This design comes from an exercise in tuning for small area on the open sky130 flow, not from production work. Function was checked by simulation only, so behaviour that the tests miss may differ from the original. Power is estimated from default activity; no workload was simulated.

`config.mk`:
```
export PLATFORM = sky130hd
export DESIGN_NAME = arp_udp_frame_generator
export DESIGN_NICKNAME = arp_udp_frame_generator
export VERILOG_FILES = /design/flow/design.v
export SDC_FILE = /design/flow/constraint.sdc
export NUM_CORES = 4
export LEC_CHECK = 0
export CAP_MARGIN = 20
export CORE_MARGIN = 2
export CORE_UTILIZATION = 40
export SLEW_MARGIN = 20
```
`constraint.sdc`:
```
create_clock -name core_clock -period 5.0 [get_ports {clock}]
set_input_delay 1.0000 -clock core_clock [delete_from_list [all_inputs] [get_ports {clock}]]
set_output_delay 1.0000 -clock core_clock [all_outputs]
set_load 0.01 [all_outputs]
```
`design.v`:
```
`timescale 1ns / 1ps
package aufg_pkg;
   localparam int PAYLOAD_LEN_DEFAULT = 15;
   localparam int HDR_LEN             = 42;
   localparam int MSG_LEN             = 15;
   localparam int CSUM_POS            = 24;
   localparam int CSUM_LAT            = 5;
   localparam int PATCH_CELL          = CSUM_POS - CSUM_LAT;
   localparam int CSR_INDEX_W         = 3;
   localparam int CSR_DATA_W          = 48;
   localparam logic [MSG_LEN*8-1:0] MESSAGE = {
      8'h48, 8'h65, 8'h6C, 8'h6C, 8'h6F, 8'h20, 8'h4E, 8'h65,
      8'h74, 8'h77, 8'h6F, 8'h72, 8'h6B, 8'h21, 8'h00
   };
   localparam logic [15:0] ETH_TYPE_ARP  = 16'h0806;
   localparam logic [15:0] ETH_TYPE_IPV4 = 16'h0800;
   localparam logic [7:0]  IP_VER_IHL    = 8'h45;
   localparam logic [7:0]  IP_FLAGS_DF   = 8'h40;
   localparam logic [7:0]  IP_PROTO_UDP  = 8'h11;
   typedef enum logic [CSR_INDEX_W-1:0] {
      CSR_SOURCE_MAC   = 3'd0,
      CSR_SOURCE_IP    = 3'd1,
      CSR_UDP_DEST_MAC = 3'd2,
      CSR_SOURCE_PORT  = 3'd3,
      CSR_DEST_PORT    = 3'd4,
      CSR_IP_IDENT     = 3'd5,
      CSR_TIME_TO_LIVE = 3'd6
   } aufg_csr_type;
   typedef struct packed {
      logic        req_type;
      logic [31:0] target_ip;
   } aufg_req_type;
   typedef struct packed {
      logic [7:0] frame_byte;
      logic       last_byte;
   } aufg_rsp_type;
   typedef struct packed {
      logic [47:0] source_mac;
      logic [31:0] source_ip;
      logic [47:0] udp_dest_mac;
      logic [15:0] source_port;
      logic [15:0] dest_port;
      logic [15:0] ip_ident;
      logic [7:0]  time_to_live;
   } aufg_cfg_type;
   typedef struct packed {
      logic       valid;
      logic       last;
      logic [7:0] data;
   } aufg_cell_type;
   function automatic logic [7:0] payload_byte(input int idx);
      payload_byte = 8'h00;
      if (idx >= 0 && idx < MSG_LEN) begin
         payload_byte = MESSAGE[(MSG_LEN - 1 - idx) * 8 +: 8];
      end
   endfunction
endpackage
`timescale 1ns / 1ps
module aufg_cell (
   input  logic                    clock,
   input  logic                    reset,
   input  logic                    load,
   input  aufg_pkg::aufg_cell_type load_cell,
   input  logic                    patch,
   input  logic [7:0]              patch_data,
   input  aufg_pkg::aufg_cell_type shift_in,
   output aufg_pkg::aufg_cell_type cell_ff
);
   aufg_pkg::aufg_cell_type cell_in;
   always_comb begin
      cell_in = shift_in;
      if (load) begin
         cell_in = load_cell;
      end else if (patch) begin
         cell_in.data = patch_data;
      end
   end
   always_ff @(posedge clock) begin
      if (reset) begin
         cell_ff <= '0;
      end else begin
         cell_ff <= cell_in;
      end
   end
endmodule
`timescale 1ns / 1ps
module aufg_image #(
   parameter int PAYLOAD_LEN = aufg_pkg::PAYLOAD_LEN_DEFAULT
) (
   input  aufg_pkg::aufg_cfg_type  cfg,
   input  aufg_pkg::aufg_req_type  req,
   output logic [(aufg_pkg::HDR_LEN + PAYLOAD_LEN)*10-1:0] image
);
   localparam int FRAME_CELLS = aufg_pkg::HDR_LEN + PAYLOAD_LEN;
   localparam int HDR_BITS    = aufg_pkg::HDR_LEN * 8;
   localparam logic [15:0] UDP_LEN = 16'(8 + PAYLOAD_LEN);
   localparam logic [15:0] IP_LEN  = 16'(28 + PAYLOAD_LEN);
   logic [HDR_BITS-1:0] arp_hdr;
   logic [HDR_BITS-1:0] udp_hdr;
   logic [HDR_BITS-1:0] hdr;
   aufg_pkg::aufg_cell_type img_cell;
   assign arp_hdr = {48'hFFFF_FFFF_FFFF, cfg.source_mac, aufg_pkg::ETH_TYPE_ARP,
                     16'h0001, aufg_pkg::ETH_TYPE_IPV4, 8'd6, 8'd4, 16'h0001,
                     cfg.source_mac, cfg.source_ip, 48'h0, req.target_ip};
   assign udp_hdr = {cfg.udp_dest_mac, cfg.source_mac, aufg_pkg::ETH_TYPE_IPV4,
                     aufg_pkg::IP_VER_IHL, 8'h00, IP_LEN, cfg.ip_ident,
                     aufg_pkg::IP_FLAGS_DF, 8'h00, cfg.time_to_live,
                     aufg_pkg::IP_PROTO_UDP, 16'h0000, cfg.source_ip, req.target_ip,
                     cfg.source_port, cfg.dest_port, UDP_LEN, 16'h0000};
   assign hdr = req.req_type ? udp_hdr : arp_hdr;
   always_comb begin
      for (int i = 0; i < FRAME_CELLS; i++) begin
         if (i < aufg_pkg::HDR_LEN) begin
            img_cell.data  = hdr[(aufg_pkg::HDR_LEN - 1 - i) * 8 +: 8];
            img_cell.valid = 1'b1;
         end else begin
            img_cell.data  = aufg_pkg::payload_byte(i - aufg_pkg::HDR_LEN);
            img_cell.valid = req.req_type;
         end
         img_cell.last = req.req_type ? (i == FRAME_CELLS - 1)
                                  : (i == aufg_pkg::HDR_LEN - 1);
         image[i*10 +: 10] = img_cell;
      end
   end
endmodule
`timescale 1ns / 1ps
module aufg_csum #(
   parameter int PAYLOAD_LEN = aufg_pkg::PAYLOAD_LEN_DEFAULT
) (
   input  logic                   clock,
   input  logic                   reset,
   input  logic                   start,
   input  aufg_pkg::aufg_cfg_type cfg,
   input  logic [31:0]            target_ip,
   output logic                   patch,
   output logic [15:0]            csum_ff
);
   localparam logic [15:0] CSUM_BASE =
      16'({aufg_pkg::IP_VER_IHL, 8'h00} + {aufg_pkg::IP_FLAGS_DF, 8'h00} + 28 + PAYLOAD_LEN);
   logic [aufg_pkg::CSUM_LAT-1:0] v_ff;
   logic [aufg_pkg::CSUM_LAT-1:0] v_in;
   logic [16:0] a0_ff, a1_ff, a2_ff, a3_ff;
   logic [17:0] b0_ff, b1_ff;
   logic [18:0] c_ff;
   logic [16:0] f_ff;
   logic [15:0] fold;
   assign v_in = {v_ff[aufg_pkg::CSUM_LAT-2:0], start};
   assign fold = f_ff[15:0] + {15'h0, f_ff[16]};
   always_ff @(posedge clock) begin
      if (reset) begin
         v_ff <= '0;
      end else begin
         v_ff <= v_in;
      end
   end
   always_ff @(posedge clock) begin
      a0_ff   <= {1'b0, CSUM_BASE} + {1'b0, cfg.ip_ident};
      a1_ff   <= {1'b0, cfg.time_to_live, aufg_pkg::IP_PROTO_UDP} + {1'b0, cfg.source_ip[31:16]};
      a2_ff   <= {1'b0, cfg.source_ip[15:0]} + {1'b0, target_ip[31:16]};
      a3_ff   <= {1'b0, target_ip[15:0]};
      b0_ff   <= {1'b0, a0_ff} + {1'b0, a1_ff};
      b1_ff   <= {1'b0, a2_ff} + {1'b0, a3_ff};
      c_ff    <= {1'b0, b0_ff} + {1'b0, b1_ff};
      f_ff    <= {1'b0, c_ff[15:0]} + {14'h0, c_ff[18:16]};
      csum_ff <= ~fold;
   end
   assign patch = v_ff[aufg_pkg::CSUM_LAT-1];
endmodule
`timescale 1ns / 1ps
module arp_udp_frame_generator #(
   parameter int PAYLOAD_LEN = aufg_pkg::PAYLOAD_LEN_DEFAULT
) (
   input  logic                                clock,
   input  logic                                reset,
   input  logic                                start,
   output logic                                busy,
   input  logic [32:0]                         req_data,    
   output logic                                rsp_strobe,
   output logic [8:0]                          rsp_data,    
   input  logic                                csr_we,
   input  logic [aufg_pkg::CSR_INDEX_W-1:0]    csr_index,
   input  logic [aufg_pkg::CSR_DATA_W-1:0]     csr_wdata
);
   localparam int FRAME_CELLS = aufg_pkg::HDR_LEN + PAYLOAD_LEN;
   aufg_pkg::aufg_cfg_type  cfg_ff;
   aufg_pkg::aufg_cfg_type  cfg_in;
   aufg_pkg::aufg_req_type  req;
   aufg_pkg::aufg_rsp_type  rsp;
   logic [FRAME_CELLS*10-1:0] image;
   logic [FRAME_CELLS*10-1:0] chain;    
   aufg_pkg::aufg_cell_type cell0;
   aufg_pkg::aufg_cell_type cell1;
   logic                    accept;
   logic                    csum_patch;
   logic [15:0]             csum;
   assign req    = req_data;
   assign accept = start && !busy;
   assign cell0  = chain[0 +: 10];
   assign cell1  = chain[10 +: 10];
   assign busy   = cell1.valid;
   always_comb begin
      cfg_in = cfg_ff;
      if (csr_we) begin
         case (csr_index)
            aufg_pkg::CSR_SOURCE_MAC:   cfg_in.source_mac   = csr_wdata;
            aufg_pkg::CSR_SOURCE_IP:    cfg_in.source_ip    = csr_wdata[31:0];
            aufg_pkg::CSR_UDP_DEST_MAC: cfg_in.udp_dest_mac = csr_wdata;
            aufg_pkg::CSR_SOURCE_PORT:  cfg_in.source_port  = csr_wdata[15:0];
            aufg_pkg::CSR_DEST_PORT:    cfg_in.dest_port    = csr_wdata[15:0];
            aufg_pkg::CSR_IP_IDENT:     cfg_in.ip_ident     = csr_wdata[15:0];
            aufg_pkg::CSR_TIME_TO_LIVE: cfg_in.time_to_live = csr_wdata[7:0];
            default: ;
         endcase
      end
   end
   always_ff @(posedge clock) begin
      if (reset) begin
         cfg_ff.source_mac   <= 48'h0;
         cfg_ff.source_ip    <= 32'h7F00_0001;
         cfg_ff.udp_dest_mac <= 48'h0;
         cfg_ff.source_port  <= 16'd43966;
         cfg_ff.dest_port    <= 16'd8080;
         cfg_ff.ip_ident     <= 16'h8397;
         cfg_ff.time_to_live <= 8'h40;
      end else begin
         cfg_ff <= cfg_in;
      end
   end
   aufg_image #(
      .PAYLOAD_LEN(PAYLOAD_LEN)
   ) u_image (
      .cfg   (cfg_ff),
      .req   (req),
      .image (image)
   );
   aufg_csum #(
      .PAYLOAD_LEN(PAYLOAD_LEN)
   ) u_csum (
      .clock     (clock),
      .reset     (reset),
      .start     (accept && req.req_type),
      .cfg       (cfg_ff),
      .target_ip (req.target_ip),
      .patch     (csum_patch),
      .csum_ff   (csum)
   );
   for (genvar i = 0; i < FRAME_CELLS; i++) begin : g_cell
      aufg_pkg::aufg_cell_type shift_in;
      logic                    patch;
      logic [7:0]              patch_data;
      if (i == FRAME_CELLS - 1) begin : g_tail
         assign shift_in = '0;
      end else begin : g_link
         assign shift_in = chain[(i+1)*10 +: 10];
      end
      if (i == aufg_pkg::PATCH_CELL) begin : g_csum_hi
         assign patch      = csum_patch;
         assign patch_data = csum[15:8];
      end else if (i == aufg_pkg::PATCH_CELL + 1) begin : g_csum_lo
         assign patch      = csum_patch;
         assign patch_data = csum[7:0];
      end else begin : g_plain
         assign patch      = 1'b0;
         assign patch_data = 8'h00;
      end
      aufg_cell u_cell (
         .clock      (clock),
         .reset      (reset),
         .load       (accept),
         .load_cell  (image[i*10 +: 10]),
         .patch      (patch),
         .patch_data (patch_data),
         .shift_in   (shift_in),
         .cell_ff    (chain[i*10 +: 10])
      );
   end
   assign rsp_strobe     = cell0.valid;
   assign rsp.frame_byte = cell0.data;
   assign rsp.last_byte  = cell0.last;
   assign rsp_data       = rsp;
endmodule
```
`run.sh`:
```
#!/bin/bash
# synth_recipe.tcl (not shown) runs the flow's synth.tcl, then flattens the netlist and writes it again
# the make line also repeats each setting of config.mk as NAME=value (left out here)
make -C /OpenROAD-flow-scripts/flow DESIGN_CONFIG=/design/flow/config.mk WORK_HOME=/design/flow/orfs CLKGATE_MAP_FILE= SYNTH_SCRIPT=/design/flow/synth_recipe.tcl finish
```
==> run summary <==
Post-DRT Antenna Nets 0; CTS Buf Count 87; I/O pin count 99; sequential element share of the synthesized area 56.3%; run status no timing/DRC/antenna violations; core area between 0.07 and 0.08 sq mm; syn_area_per_cell 9.57 sq um; total global-route track usage a little under a fifth; clock slew at reported path FFs 0.06 ns; quantity of gates resized following cts 0; Initial DRC Count 1564; PwrDens 468 mW/mm^2; Remaining Overflow, GRT 0; CTS max path bufs 3; Seq pwr share approximately 47%; root buffer cell clkbuf_16; routed vias/inst 5.07; worst min path class flop to flop; chip width 280 um; Worst EP arrival approximately 3.4 ns; postcts setup bufs 0; Psw 4.17 mW; setup TNS 0 ns; DRC 0; RSZ-0062 raised after global routing no; CTS HTree Levels 3; first-pass GRT wire length approximately 120000 um; Max Slew Vio Count 0; crit-path max FO 4; Routed WL per cell approximately 18 um; Int Power 12.3 mW; fin crit period 2.91 ns; FF+latch count, synth 855; port buffer count 98; Synth async-reset ratio 0%; Clock Sinks 855; Final Hold Fails 0; setup slack, reg-to-reg 2.55 ns; CP Data Required Time 5.51 ns; predominant post-synthesis flop cell dfxtp_1; cell count after synthesis 3177; GPL Wtd Cong 0.866; period utilisation layout 58.2%; share of post-route cells with drive strength above 1 5.77%; setup violators final 0; TritonCTS clock tree done; DP HPWL 48800 um; crit end category flop; via count ~21k; Leakage around 14 nW; clock power share 40.6%; drt first pass iters 7; Area Overhead vs Synth 15.5%; syn nets around 3.4k; largest net degree at the start of global routing 239; row count slightly above 100; routed wire length 74800 um; worst clock skew 0.0193 ns; Post-layout nets roughly 3.4k; clock latency at the later pin of the worst-skew pair 0.64 ns; EDFF count, synth 0; # hold bufs at CTS 0; most common cell after layout, fill and taps aside dfxtp_1; Slew HR 26.5%; critical path class input pin to flop; Die Y-Extent 280 um; Slew @ Worst Pin 1.10 ns; Max-Cap Viols 0; power share of the combinational group 12.6%; Cell Area, Synth 0.0304 sq mm; vias in the first global route about 21k; Net Sw Frac 25.4%; Yosys Warn Count 4; worst vdd ir a little over 0.3 mV; FMAX 344 MHz; Synth cell types 71; Initial Util 40.2%; startpoint types input pin; most frequent cells in the layout dfxtp_1 (855), nand2_1 (513), nor2_1 (312); total power 16.4 mW; Die ar. roughly 0.08 sq mm; initial antenna violation count 1
## sequential cells by signal, summed over array words and instances (netlist names)
| name | flops |
|---|---|
| cfg_ff | 184 |
| g_cell.u_cell.cell_ff | 511 |
| u_csum.a0_ff | 17 |
| u_csum.a1_ff | 17 |
| u_csum.a2_ff | 17 |
| u_csum.a3_ff | 16 |
| u_csum.b0_ff | 18 |
| u_csum.b1_ff | 18 |
| u_csum.c_ff | 19 |
| u_csum.csum_ff | 16 |
| u_csum.f_ff | 17 |
| u_csum.v_ff | 5 |
## power by group through the flow
stage	registers (mW)	clock network [mW]	logic (mW)
2_1_floorplan	7.72	0	1.52
3_3_place_gp	7.85	0	2.06
3_5_place_dp	7.85	0	2.07
4_1_cts	7.71	6.82	2.08
5_1_grt	7.76	7.10	2.32
6_report	7.70	6.67	2.07
## per-layer routing
metal	up-vias	part of all wire (%)	GRT usage, %
met2	423	46	30.4
met5	-	0	0
met4	0	2.8	7.13
met3	118	4.3	3.09
met1	10200	47	26.3
li1	10700	-	-
## cell type report
type	instances	area, sq um
inverter	31	116
sequential	855	17100
clock inverter	29	405
antenna	1	2.50
clock buffer	128	2570
fill	7180	40500
timing repair buffer	120	1210
multi-input combinational	2098	12500
tap	978	1220
## stage by stage
step                hold WS (ns)  cell area [sq um]  utilization [%]  std cells  setup slack [ns]
floorplan                  0.402              30400                -       3177              2.17
global placement           0.406              32100             42.5       4082              1.47
detailed placement         0.410              32100             42.5       4082              1.48
CTS                        0.417              35100             46.5       4239              2.14
global route               0.432              35100             46.5       4239              1.92
finish                     0.416              35100             46.5       4240              2.09
## synthesized netlist by cell type (25+ instances only)
library cell	n	area, sq um
nand3_1	32	160
nor3_1	76	380
a21oi_1	255	1280
xor2_1	31	272
nand2_1	513	1930
a22o_1	102	893
nand3b_1	36	270
mux2i_1	75	751
clkbuf_1	155	582
a21o_1	54	405
a211oi_1	66	495
and2_1	136	851
nor3b_1	55	413
o21ai_1	25	125
nor2_1	316	1190
inv_1	30	113
xnor2_1	74	648
dfxtp_1	855	17100
ha_1	82	1030
## final timing paths
| path | start | to | cells after the start |
|---|---|---|---|
| worst max-delay path | req_data[16] | u_csum.a2_ff[12] | 9 |
| worst max register to register | cfg_ff[104] | u_csum.a2_ff[12] | 8 |
| worst min-delay path | g_cell[17].u_cell.cell_ff[5] | g_cell[16].u_cell.cell_ff[5] | 1 |
| worst min register to register | g_cell[17].u_cell.cell_ff[5] | g_cell[16].u_cell.cell_ff[5] | 1 |
## critical path, cell delays in order
cell and delay (ns):
clkdlybuf4s50_1 0.46, ha_1 0.26, fa_1 0.41, a21o_1 0.17, a21oi_1 0.22, a21oi_1 0.16
o41ai_2 0.42, o21ai_1 0.16, xor2_1 0.15
## kinds of logic (layout without fill, tap and decap cells)
logic type,after synthesis,in the layout,synth area share (%)
and+or+nand+nor,1235,1235,18.6
DFF,855,855,56.3
AOI/OAI and AO/OA,594,594,13.0
buffers and inverters,224,308,2.87
xor gates and xnor gates,105,105,3.02
adders and majority gates,87,87,3.70
muxes,77,77,2.54
other,0,1,0

afterwards: timing with drivers on the ports:
Ports are ideal in the flow. The routed layout listed here was re-timed in OpenROAD. Step 1 sets driving cells, clkbuf_16 on the clock port and buf_2 on the other inputs (assumed; they add their load-dependent delay and slew). Step 2 moves the port delays by t, midway between the first and last clock arrival at a register: inputs arrive t later, outputs are due t later. That takes back most of the time a late clock gives input paths. a / b / c = ideal ports / drivers / drivers and shift; a / b = the first two.
t (ns): 0.703
setup WS [ns]: 2.089 / 2.134 / 1.431
worst hold slack (ns): 0.416 / 0.416 / 0.416
worst setup path after step 2: input to register
worst register clock-pin slew, ns: 0.06 / 0.06
After both steps this run still meets setup and hold. The setup slack of this run moves by +0.045 ns with the drivers and by -0.658 ns with both steps.
